This is an optimization exercise on Yosys and OpenROAD, whose aim is small area and few clock cycles per item, not a production implementation.
Function was checked by simulation only, so behaviour that the tests miss may differ from the original.

## flow/design.v (module list and top-level ports; edited modules follow where they fit)
// module h2o_serial_accum: 1893 lines
// module h2o_fa: 4 lines
// module h2o_sel3: 3 lines
// module h2o_bsel: 3 lines
// module h2o_ha: 4 lines
module h2o_serial_accum (
  input  logic               clk,
  input  logic               rst_n,
  input  logic signed [31:0] h_data,
  input  logic               h_valid,
  input  logic               h_last,
  output logic               h_ready,
  output logic signed [31:0] y_data,
  output logic               y_valid,
  input  logic               y_ready,
  output logic               frame_err
);
  // ...
==> flow/flow/run.sh <==
#!/bin/bash
# The standard layout, with the smallest buffer on each port.
set -euo pipefail
export BUFFER_PORTS_ARGS="-buffer_cell sky130_fd_sc_hd__buf_1"
bash standard.sh > standard.log 2>&1
==> flow/standard.sh <==
#!/bin/bash
# synth_recipe.tcl (not shown) runs the flow's synth.tcl, then flattens the netlist and writes it again
# the make line also repeats each setting of config.mk as NAME=value (left out here)
make -C /OpenROAD-flow-scripts/flow DESIGN_CONFIG=/design/flow/config.mk WORK_HOME=/design/flow/orfs CLKGATE_MAP_FILE= SYNTH_SCRIPT=/design/flow/synth_recipe.tcl "${@:-finish}"
==> flow/config.mk <==
export PLATFORM = sky130hd
export DESIGN_NAME = h2o_serial_accum
export DESIGN_NICKNAME = h2o_serial_accum
export VERILOG_FILES = /design/flow/design.v
export SDC_FILE = /design/flow/constraint.sdc
export NUM_CORES = 4
export LEC_CHECK = 0
export CAP_MARGIN = 20
export CELL_PAD_IN_SITES_DETAIL_PLACEMENT = 1
export CELL_PAD_IN_SITES_GLOBAL_PLACEMENT = 1
export CORE_MARGIN = 2
export CORE_UTILIZATION = 40
export PLACE_DENSITY = 0.4
export SLEW_MARGIN = 20
export SYNTH_HIERARCHICAL = 1
export SYNTH_MINIMUM_KEEP_SIZE = 0
==> flow/constraint.sdc <==
create_clock -name core_clock -period 8.0 [get_ports {clk}]
set_input_delay 1.6000 -clock core_clock [delete_from_list [all_inputs] [get_ports {clk}]]
set_output_delay 1.6000 -clock core_clock [all_outputs]
set_load 0.01 [all_outputs]
==> flow_metrics.env, run 1 <==
export IMPL_synthTopCellsByArea="fa_1, a222oi_1, ha_1"
export IMPL_hold_path_depth=2
export IMPL_cts_htree_levels=2
export IMPL_synth_area_mm2=0.0105
export IMPL_fill_cells=2988
export IMPL_clockBufferCount=5
export IMPL_seq_area_um2=856
export IMPL_die_w_um=166
export IMPL_rows=59
export IMPL_holdPathEnd="r_y_valid"
export IMPL_place_inst=1522
export IMPL_multi_input_comb_area_mm2=0.00937
export IMPL_top_usage_layer="met2"
export IMPL_end_kind="flip-flop"
export IMPL_clock_sinks=41
export IMPL_worst_slack_ns=0.501
export IMPL_hold_viol_final=0
export IMPL_min_period_ns=7.50
export IMPL_reg_top3="r_acc x34, r_idx x5"
export IMPL_largest_class="multi-input gates"
export IMPL_fin_nets=1488
export IMPL_slew_headroom=0.519
export IMPL_yosysTopAreaCell="fa_1"
export IMPL_hold_path_class="flip-flop to flip-flop"
export IMPL_ys_warn_count=7
export IMPL_status="finished clean"
export IMPL_grt_first_pass_wirelength_um=64600
export IMPL_synth_seq_cells=41
export IMPL_holdBufCountCts=0
export IMPL_placed_cell_area_mm2=0.0119
export IMPL_slew_violations=0
export IMPL_synth_mux_area_frac=0
Testbench counts, summed over its fixed seeds: cycles 10,248, frames 512.
==> run 2, diff against run 1 <==
--- a/flow/config.mk
+++ b/flow/config.mk
@@ -8,7 +8,4 @@
 export CAP_MARGIN = 20
-export CELL_PAD_IN_SITES_DETAIL_PLACEMENT = 1
-export CELL_PAD_IN_SITES_GLOBAL_PLACEMENT = 1
 export CORE_MARGIN = 2
 export CORE_UTILIZATION = 40
-export PLACE_DENSITY = 0.4
 export SLEW_MARGIN = 20
==> flow_metrics.env, run 2 <==
export IMPL_cp_max_fo=21
export IMPL_reg_top3="r_acc x34, r_idx x5"
export IMPL_cts_htree_levels=2
export IMPL_root_buffer="clkbuf_16"
export IMPL_regMostFlops="r_acc"
export IMPL_final_area_mm2=0.0119
export IMPL_dpl_hpwl_um=27200
export IMPL_core_mm2=0.0260
export IMPL_gp_congestion=0.873
export IMPL_critPathKind="primary input to flip-flop"
export IMPL_min_period_ns=7.65
export IMPL_clk_pin_slew_ns=0.08
export IMPL_drtIter0Drc=2099
export IMPL_synth_edf_count=0
export IMPL_fill_cells=2567
export IMPL_slew_headroom=0.428
export IMPL_clk_latency_ns=0.31
export IMPL_arrival_ns=7.90
export IMPL_hold_path_class="flip-flop to flip-flop"
export IMPL_status="finished clean"
export IMPL_placed_cell_area_mm2=0.0118
export IMPL_required_ns=8.26
export IMPL_cts_tree="built"
export IMPL_routed_top_layer="met4"
export IMPL_grt_first_pass_wirelength_um=59900
export IMPL_synth_seq_cells=41
export IMPL_r2r_slack_ns=0.73
export IMPL_fin_nets=1478
export IMPL_ys_warn_count=7
export IMPL_wl_um=37000
export IMPL_final_common_cell="fa_1"
export IMPL_top_level_ports=72
export IMPL_avgSynthCellArea_um2=9.91
export IMPL_synthTopCellsByArea="fa_1, a222oi_1, ha_1"
export IMPL_synth_seq_area_share=0.0812
export IMPL_synth_top_area_frac=0.355
export IMPL_timing_rr_start="r_idx[0]"
export IMPL_cts_buffers=5
export IMPL_cts_setup_buffers=0
export IMPL_synthTopCellsByCount="fa_1, a222oi_1, nand2_1, ha_1, inv_1"
export IMPL_wl_met3_um=3920
export IMPL_largest_register_ffs=34
export IMPL_grt_pass1_vias=10500
export IMPL_syn_nets=1358
export IMPL_hp_start="r_y_valid"
export IMPL_clock_sinks=41
export IMPL_hold_viol_final=0
export IMPL_end_kind="flip-flop"
export IMPL_hold_path_depth=2
export IMPL_diodes=0
export IMPL_yosysTopAreaCell="fa_1"
export IMPL_slew_violations=0
export IMPL_cts_resized_gates=0
export IMPL_max_freq_ghz=0.131
export IMPL_skew_ns=0.00437
export IMPL_initial_core_util=0.406
export IMPL_antenna_found_initial=0
export IMPL_r2r_end="r_acc[17]"
export IMPL_max_cap_violations=0
export IMPL_final_cell_mix="fa_1, a222oi_1, nand2_1"
export IMPL_io_buffers=71
export IMPL_grt_util_all_layers=0.269
export IMPL_clock_path_buffers=2
export IMPL_die_area_mm2=0.0277
export IMPL_whs_ns=0.619
export IMPL_grt_max_degree=34
export IMPL_drive_gt1_frac=0.0869
export IMPL_tns_ns=0
export IMPL_dr_pass1_iters=19
export IMPL_rr_worst_depth=24
export IMPL_die_w_um=166
export IMPL_synthArstFlopShare=0.171
export IMPL_die_h_um=166
export IMPL_synth_cells=1064
export IMPL_avgRoutedWirePerCell_um=24.3
export IMPL_synth_area_mm2=0.0105
export IMPL_min_period_over_period=0.956
export IMPL_vias=10500
export IMPL_rows=59
export IMPL_worst_pin_slew_ns=0.858
export IMPL_startpoint_type="primary input"
export IMPL_syn_to_final_growth_pct=13.1
export IMPL_holdBufCountCts=0
export IMPL_setup_viol=0
export IMPL_ys_dominant_reg_cell="dfxtp_1"
export IMPL_met1Wirelength_um=15200
export IMPL_rsz0062_at_grt="false"
export IMPL_avgViaCountPerCell=6.88
export IMPL_gr_total_overflow=0
export IMPL_synth_cell_types=57
export IMPL_post_route_drc_count=0
export IMPL_synth_most_common_cell="fa_1"
export IMPL_wl_met2_um=16800
export IMPL_holdPathEnd="r_y_valid"
export IMPL_ant_nets=0
## run 2: cell counts after synthesis
Identical to the previous run, type by type.
## run 2: critical path: stages
cell      delay, ns
buf_1          0.06
nand2b_1       0.18
nand2_1        0.20
buf_4          0.23
o31a_1         0.33
inv_1          0.58
a222oi_1       0.29
fa_1           0.62
fa_1           0.46
fa_1           0.58
fa_1           0.42
ha_1           0.37
a21o_1         0.18
a21oi_1        0.17
o21ai_1        0.09
a221oi_1       0.32
buf_4          0.21
o21a_1         0.13
o21ai_1        0.08
a21oi_1        0.26
fa_1           0.47
inv_1          0.07
## run 2: per-module statistics from Yosys (local to each module, per instance)
module            cells inside  times used  cell area [um^2]  flip-flops and latches
h2o_serial_accum           680           1              4820                      41
h2o_fa                       1         185              20.0                       0
h2o_ha                       1          13              12.5                       0
h2o_sel3                     1         186              10.0                       0
## run 2: stage by stage
| stage | std cells | worst slack [ns] | util |
|---|---|---|---|
| 2_1_floorplan | 1064 | 0.246 | - |
| 3_3_place_gp | 1512 | 0.246 | 0.452 |
| 3_5_place_dp | 1512 | 0.177 | 0.452 |
| 4_1_cts | 1520 | 0.455 | 0.459 |
| 5_1_grt | 1520 | 0.00662 | 0.459 |
| 6_report | 1520 | 0.353 | 0.459 |
## run 2: worst max path at each step
stage	startpoint	to	cells past startpoint
floorplan	y_ready	r_acc[33]	19
global placement	y_ready	r_acc[27]	19
detailed placement	y_ready	r_acc[17]	22
CTS	y_ready	r_acc[17]	22
global route	y_ready	r_acc[17]	22
finish	y_ready	r_acc[17]	22
## run 2: metal layers
layer	global-route usage	up-vias
li1	-	4491
met1	0.385	5122
met2	0.422	756
met3	0.0391	93
met4	0.0825	0
met5	0	-
## run 2: cell type report
type | instances | area, um^2 | share of cell area
clock buffers | 5 | 125 | 0.0105
clock inverters | 3 | 45.0 | 0.00378
inverters | 63 | 236 | 0.0198
multi-input cells | 928 | 9370 | 0.786
flip-flops and latches | 41 | 856 | 0.0718
well taps | 335 | 419 | 0.0351
repair buffers | 145 | 872 | 0.0731
## run 2: cell families (layout without fill, tap and decap cells)
kind of cell               count (synthesis)  count (layout)  share of synthesized area
and+or+nand+nor                          251             251                      0.110
adders and majority gates                257             257                      0.438
AOI/OAI and AO/OA                        357             357                      0.284
buffers and inverters                     95             216                     0.0348
DFF                                       41              41                     0.0812
xor gates and xnor gates                  63              63                     0.0523
==> run 3, diff against run 2 <==
==> flow/flow/run.sh (replaced) <==
#!/bin/bash
# The standard layout with buf_2 on each input port and buf_1 on each
# output port (flow/ports.tcl).
set -euo pipefail
export PRE_GLOBAL_PLACE_TCL="$PWD/flow/ports.tcl"
bash standard.sh > standard.log 2>&1
==> flow/flow/ports.tcl (new file) <==
# Sourced before global placement (PRE_GLOBAL_PLACE_TCL). Every port still
# gets one buffer; inputs, which fan out widely, get buf_2 and outputs buf_1.
rename buffer_ports my_orig_buffer_ports
proc buffer_ports { args } {
  my_orig_buffer_ports -inputs -buffer_cell sky130_fd_sc_hd__buf_2
  my_orig_buffer_ports -outputs -buffer_cell sky130_fd_sc_hd__buf_1
}
--- a/flow/config.mk
+++ b/flow/config.mk
@@ -8,4 +8,7 @@
 export CAP_MARGIN = 20
+export CELL_PAD_IN_SITES_DETAIL_PLACEMENT = 1
+export CELL_PAD_IN_SITES_GLOBAL_PLACEMENT = 1
 export CORE_MARGIN = 2
 export CORE_UTILIZATION = 40
+export PLACE_DENSITY = 0.4
 export SLEW_MARGIN = 20
==> flow_metrics.env, run 3 <==
export IMPL_ys_warn_count=7
export IMPL_holdBufCountCts=0
export IMPL_clk_latency_ns=0.31
export IMPL_min_period_over_period=0.947
export IMPL_final_area_mm2=0.0119
export IMPL_timing_rr_start="r_idx[0]"
export IMPL_core_mm2=0.0260
export IMPL_die_h_um=166
export IMPL_avgRoutedWirePerCell_um=27.1
export IMPL_cts_resized_gates=0
export IMPL_clock_path_buffers=2
export IMPL_startpoint_type="primary input"
export IMPL_synth_cell_types=57
export IMPL_synth_most_common_cell="fa_1"
export IMPL_arrival_ns=7.83
export IMPL_seq_area_um2=856
export IMPL_r2r_slack_ns=0.61
export IMPL_grt_util_all_layers=0.294
export IMPL_cts_tree="built"
export IMPL_wl_um=40700
export IMPL_die_w_um=166
export IMPL_grt_max_degree=34
export IMPL_rsz0062_at_grt="false"
export IMPL_post_place_ws_ns=0.168
export IMPL_cp_max_fo=23
export IMPL_rows=59
export IMPL_avgViaCountPerCell=6.89
export IMPL_rr_worst_depth=20
export IMPL_synth_area_mm2=0.0105
export IMPL_regMostFlops="r_acc"
export IMPL_r2r_end="r_acc[33]"
export IMPL_reg_top3="r_acc x34, r_idx x5"
export IMPL_tns_ns=0
export IMPL_cts_buffers=5
export IMPL_initial_core_util=0.406
export IMPL_end_kind="flip-flop"
export IMPL_max_cap_violations=0
export IMPL_synth_cells=1064
export IMPL_drive_gt1_frac=0.102
export IMPL_diodes=0
export IMPL_dpl_hpwl_um=30500
export IMPL_cp_startpoint="y_ready"
export IMPL_fill_cells=2948
export IMPL_hold_viol_final=0
export IMPL_max_freq_ghz=0.132
export IMPL_setup_viol=0
export IMPL_skew_ns=0.00748
export IMPL_synthTopCellsByArea="fa_1, a222oi_1, ha_1"
export IMPL_multi_input_comb_area_mm2=0.00937
export IMPL_required_ns=8.26
export IMPL_gr_total_overflow=0
export IMPL_hold_path_class="flip-flop to flip-flop"
export IMPL_cts_setup_buffers=0
export IMPL_synthTopCellsByCount="fa_1, a222oi_1, nand2_1, ha_1, inv_1"
export IMPL_synth_seq_area_share=0.0812
export IMPL_final_common_cell="fa_1"
export IMPL_hp_start="r_idx[3]"
export IMPL_dr_pass1_iters=13
export IMPL_synth_seq_cells=41
export IMPL_worst_slack_ns=0.428
export IMPL_worst_pin_slew_ns=0.998
export IMPL_post_route_drc_count=0
export IMPL_critPathKind="primary input to flip-flop"
export IMPL_syn_nets=1358
export IMPL_yosysTopAreaCell="fa_1"
export IMPL_grt_first_pass_wirelength_um=64300
export IMPL_root_buffer="clkbuf_16"
export IMPL_fin_nets=1458
export IMPL_slew_violations=0
export IMPL_synth_top_area_frac=0.355
export IMPL_gp_congestion=0.858
export IMPL_placed_cell_area_mm2=0.0117
export IMPL_largest_register_ffs=34
export IMPL_synth_edf_count=0
export IMPL_die_area_mm2=0.0277
export IMPL_holdPathEnd="r_idx[3]"
export IMPL_status="finished clean"
export IMPL_syn_to_final_growth_pct=12.4
export IMPL_antenna_found_initial=0
export IMPL_cts_htree_levels=2
export IMPL_hold_path_depth=1
export IMPL_min_period_ns=7.57
export IMPL_grt_pass1_vias=10800
export IMPL_synthArstFlopShare=0.171
export IMPL_clock_sinks=41
export IMPL_ys_dominant_reg_cell="dfxtp_1"
export IMPL_slew_headroom=0.335
export IMPL_vias=10300
export IMPL_avgSynthCellArea_um2=9.91
export IMPL_clk_pin_slew_ns=0.08
export IMPL_final_cell_mix="fa_1, a222oi_1, nand2_1"
export IMPL_top_level_ports=72
export IMPL_io_buffers=71
export IMPL_drtIter0Drc=2096
export IMPL_ant_nets=0
-- run 3: logic make-up after synthesis --
family	Yosys count	share of synthesized area
flip-flops	41	0.0812
AO/OA/AOI/OAI	357	0.284
XOR/XNOR	63	0.0523
buffers and inverters	95	0.0348
adder cells (fa/ha/maj)	257	0.438
AND/OR/NAND/NOR	251	0.110
-- run 3: layout make-up --
cell class / instances / area share
clock buffers: 6 / 0.0127
clock inverters: 2 / 0.00296
inverters: 63 / 0.0199
multi-input cells: 928 / 0.790
flip-flops and latches: 41 / 0.0722
well taps: 335 / 0.0354
repair buffers: 125 / 0.0668
-- run 3: metrics by stage --
stage	hold WS [ns]	utilization	cells
after global placement	0.597	0.449	1492
after global routing	0.658	0.456	1500
final	0.621	0.456	1500
after floorplan	0.581	-	1064
after detailed placement	0.609	0.449	1492
after CTS	0.627	0.456	1500
-- run 3: worst max-delay path by stage --
stage | endpoint | cells past startpoint | slack [ns]
detailed placement | r_acc[17] | 21 | 0.17
global placement | r_acc[33] | 19 | 0.25
global route | r_acc[17] | 21 | 0.03
finish | r_acc[17] | 21 | 0.43
floorplan | r_acc[33] | 19 | 0.25
CTS | r_acc[33] | 19 | 0.47
-- run 3: Yosys stat by module, one instance, submodules excluded --
module            flip-flops and latches  cells  copies in the design  area [um^2]
h2o_sel3                               0      1                   186         10.0
h2o_ha                                 0      1                    13         12.5
h2o_serial_accum                      41    680                     1         4820
h2o_fa                                 0      1                   185         20.0
-- run 3: per-layer routing --
metal	up-vias	GRT usage	share of wire	routed length [um]
met5	-	0	0	0
met4	0	0.0690	0.020	811
met3	64	0.0524	0.089	3610
met2	546	0.469	0.46	18700
met1	5275	0.419	0.43	17500
li1	4452	-	-	-
-- run 3: worst max-delay path: stages --
cell and delay, ns:
buf_2 0.07, nand2b_1 0.19, nand2_1 0.18, a21oi_1 0.25
o21a_1 0.78, a222oi_1 0.28, fa_1 0.61, fa_1 0.45
fa_1 0.57, fa_1 0.42, ha_1 0.37, a21o_1 0.18
a21oi_1 0.20, o21ai_1 0.10, a221oi_1 0.30, buf_4 0.24
o21a_1 0.15, o21ai_1 0.08, a21oi_1 0.24, fa_1 0.46
inv_1 0.06
==> run 4, diff against run 3 <==
--- a/flow/config.mk
+++ b/flow/config.mk
@@ -8,7 +8,4 @@
 export CAP_MARGIN = 20
-export CELL_PAD_IN_SITES_DETAIL_PLACEMENT = 1
-export CELL_PAD_IN_SITES_GLOBAL_PLACEMENT = 1
 export CORE_MARGIN = 2
 export CORE_UTILIZATION = 40
-export PLACE_DENSITY = 0.4
 export SLEW_MARGIN = 20
==> flow_metrics.env, run 4 <==
export IMPL_place_inst=1481
export IMPL_synth_cell_types=57
export IMPL_cts_resized_gates=0
export IMPL_rows=59
export IMPL_wl_um=35500
export IMPL_dpl_hpwl_um=26500
export IMPL_rr_worst_depth=24
export IMPL_fill_cells=2549
export IMPL_root_buffer="clkbuf_16"
export IMPL_synthArstFlopShare=0.171
export IMPL_clk_latency_ns=0.30
export IMPL_cts_tree="built"
export IMPL_die_w_um=166
export IMPL_clock_path_buffers=2
export IMPL_largest_register_ffs=34
export IMPL_hold_viol_final=0
export IMPL_clk_pin_slew_ns=0.07
export IMPL_grt_pass1_vias=10200
export IMPL_synth_cells=1064
export IMPL_synth_seq_cells=41
export IMPL_gp_congestion=0.912
export IMPL_hold_path_class="flip-flop to flip-flop"
export IMPL_regMostFlops="r_acc"
export IMPL_synth_edf_count=0
export IMPL_worst_pin_slew_ns=0.967
export IMPL_syn_to_final_growth_pct=11.0
export IMPL_setup_viol=0
export IMPL_cp_max_fo=11
export IMPL_max_cap_violations=0
export IMPL_final_cell_mix="fa_1, a222oi_1, nand2_1"
export IMPL_grt_max_degree=34
export IMPL_clock_sinks=41
export IMPL_top_level_ports=72
export IMPL_grt_first_pass_wirelength_um=57600
export IMPL_rsz0062_at_grt="false"
export IMPL_yosysTopAreaCell="fa_1"
export IMPL_slew_headroom=0.354
export IMPL_critPathKind="primary input to flip-flop"
export IMPL_synthTopCellsByArea="fa_1, a222oi_1, ha_1"
export IMPL_synth_most_common_cell="fa_1"
export IMPL_skew_ns=0.00716
export IMPL_required_ns=8.24
export IMPL_fin_nets=1447
export IMPL_cts_buffers=5
export IMPL_initial_core_util=0.406
export IMPL_max_freq_ghz=0.131
export IMPL_drive_gt1_frac=0.0936
export IMPL_die_area_mm2=0.0277
export IMPL_holdBufCountCts=0
export IMPL_reg_top3="r_acc x34, r_idx x5"
export IMPL_final_common_cell="fa_1"
export IMPL_slew_violations=0
export IMPL_grt_util_all_layers=0.256
export IMPL_end_kind="flip-flop"
export IMPL_antenna_found_initial=4
export IMPL_synthTopCellsByCount="fa_1, a222oi_1, nand2_1, ha_1, inv_1"
export IMPL_core_mm2=0.0260
export IMPL_arrival_ns=7.86
export IMPL_syn_nets=1358
export IMPL_io_buffers=71
export IMPL_cp_startpoint="y_ready"
export IMPL_cts_htree_levels=2
export IMPL_dr_pass1_iters=13
export IMPL_status="finished clean"
export IMPL_synth_top_area_frac=0.355
export IMPL_final_cells=1491
export IMPL_gr_total_overflow=0
export IMPL_min_period_over_period=0.953
export IMPL_drtIter0Drc=2122
export IMPL_min_period_ns=7.62
export IMPL_avgSynthCellArea_um2=9.91
export IMPL_ys_dominant_reg_cell="dfxtp_1"
export IMPL_post_route_drc_count=0
export IMPL_ys_warn_count=7
export IMPL_synth_area_mm2=0.0105
export IMPL_startpoint_type="primary input"
export IMPL_hold_path_depth=3
export IMPL_die_h_um=166
export IMPL_tns_ns=0
export IMPL_timing_rr_start="r_idx[0]"
export IMPL_synth_seq_area_share=0.0812
export IMPL_ant_nets=0
export IMPL_cts_setup_buffers=0
export IMPL_avgRoutedWirePerCell_um=23.8
export IMPL_avgViaCountPerCell=6.86
export IMPL_vias=10200
export IMPL_hp_start="r_acc[30]"
[run 4: changes by cell type in the layout (fill, tap and decap cells not counted)]
cell,before,now
clkinvlp_4,0,1
buf_4,48,41
clkinv_2,1,0
buf_12,6,2
clkinv_4,0,1
diode_2,0,2
bufinv_16,1,0
[run 4: per-layer routing]
metal  GRT usage  routed length [um]  up-vias
li1            -                   -     4447
met1       0.368               14800     5011
met2       0.400               16100      676
met3      0.0465                3730       87
met4      0.0697                 917        4
met5           0                  26        -
[run 4: stage by stage]
step | util | setup slack [ns] | hold slack [ns] | instance area (um^2)
finish | 0.451 | 0.380 | 0.636 | 11700
global route | 0.451 | 0.0729 | 0.690 | 11700
CTS | 0.450 | 0.483 | 0.631 | 11700
detailed placement | 0.444 | 0.189 | 0.617 | 11500
global placement | 0.444 | 0.201 | 0.577 | 11500
floorplan | - | 0.246 | 0.581 | 10600
[run 4: Yosys stat by module, one instance, submodules excluded]
module / cells inside / flops+latches / copies in the design
h2o_sel3: 1 / 0 / 186
h2o_fa: 1 / 0 / 185
h2o_serial_accum: 680 / 41 / 1
h2o_ha: 1 / 0 / 13
[run 4: final timing paths]
check / to / slack [ns]
hold / removal: r_acc[33] / 0.64
max in group asynchronous: r_idx[3] / 6.72
setup / recovery: r_acc[33] / 0.38
setup reg to reg: r_acc[30] / 0.68
hold reg to reg: r_acc[33] / 0.64
min in group asynchronous: r_idx[1] / 1.12
[run 4: cell families after synthesis]
logic type      count (synthesis)  share of synthesized area
compound gates                357                      0.284
fa+ha+maj                     257                      0.438
simple gates                  251                      0.110
buf+inv                        95                     0.0348
xor+xnor                       63                     0.0523
flops                          41                     0.0812
[run 4: final cells by class]
type	instances	area [um^2]	share of cell area
timing repair buffer	114	659	0.0563
clock inverter	2	16.3	0.00139
sequential	41	856	0.0731
clock buffer	6	150	0.0128
multi-input combinational	928	9370	0.800
antenna	2	5.00	0.000427
inverter	63	236	0.0202
tap	335	419	0.0358
[run 4: critical path: stages]
cell	delay, ns
buf_2	0.09
nand2b_1	0.22
nand4_1	0.27
o31a_1	0.31
inv_1	0.23
buf_4	0.25
a222oi_1	0.60
fa_1	0.53
fa_1	0.49
fa_1	0.57
fa_1	0.43
ha_1	0.21
or4_1	0.54
o22ai_2	0.22
o21ai_1	0.14
a221o_1	0.37
o2bb2ai_1	0.14
or3_4	0.35
a21oi_2	0.16
xnor2_1	0.12

-- what the ideal ports hide --
The results above use ideal ports. As a check the final layouts listed here were re-extracted and re-timed, cells and wires unchanged.
Step 1, drivers: a clkbuf_16 drives clk and a buf_2 each remaining input, both assumed.
Step 2 times the ports against the registers' clock, not the clock port: input delays grow and output delays shrink by t, the midpoint of the rising clock arrivals with the driver on.
Slacks: ideal ports / drivers / drivers and shift; pairs: ideal ports / drivers.
run	t (ns)	setup slack, ns	worst setup path after step 2	clock arrival spread, ns
run 1	0.367	0.501 / 0.530 / 0.163	input to register	0.015 / 0.015
run 2	0.351	0.353 / 0.377 / 0.026	input to register	0.004 / 0.004
run 3	0.357	0.428 / 0.450 / 0.093	input to register	0.007 / 0.007
run 4	0.348	0.380 / 0.405 / 0.056	input to register	0.008 / 0.007
After both steps every run listed still meets setup and hold. The setup slack of run 1, which loses most, moves by +0.029 ns with the drivers and by -0.338 ns with both steps.
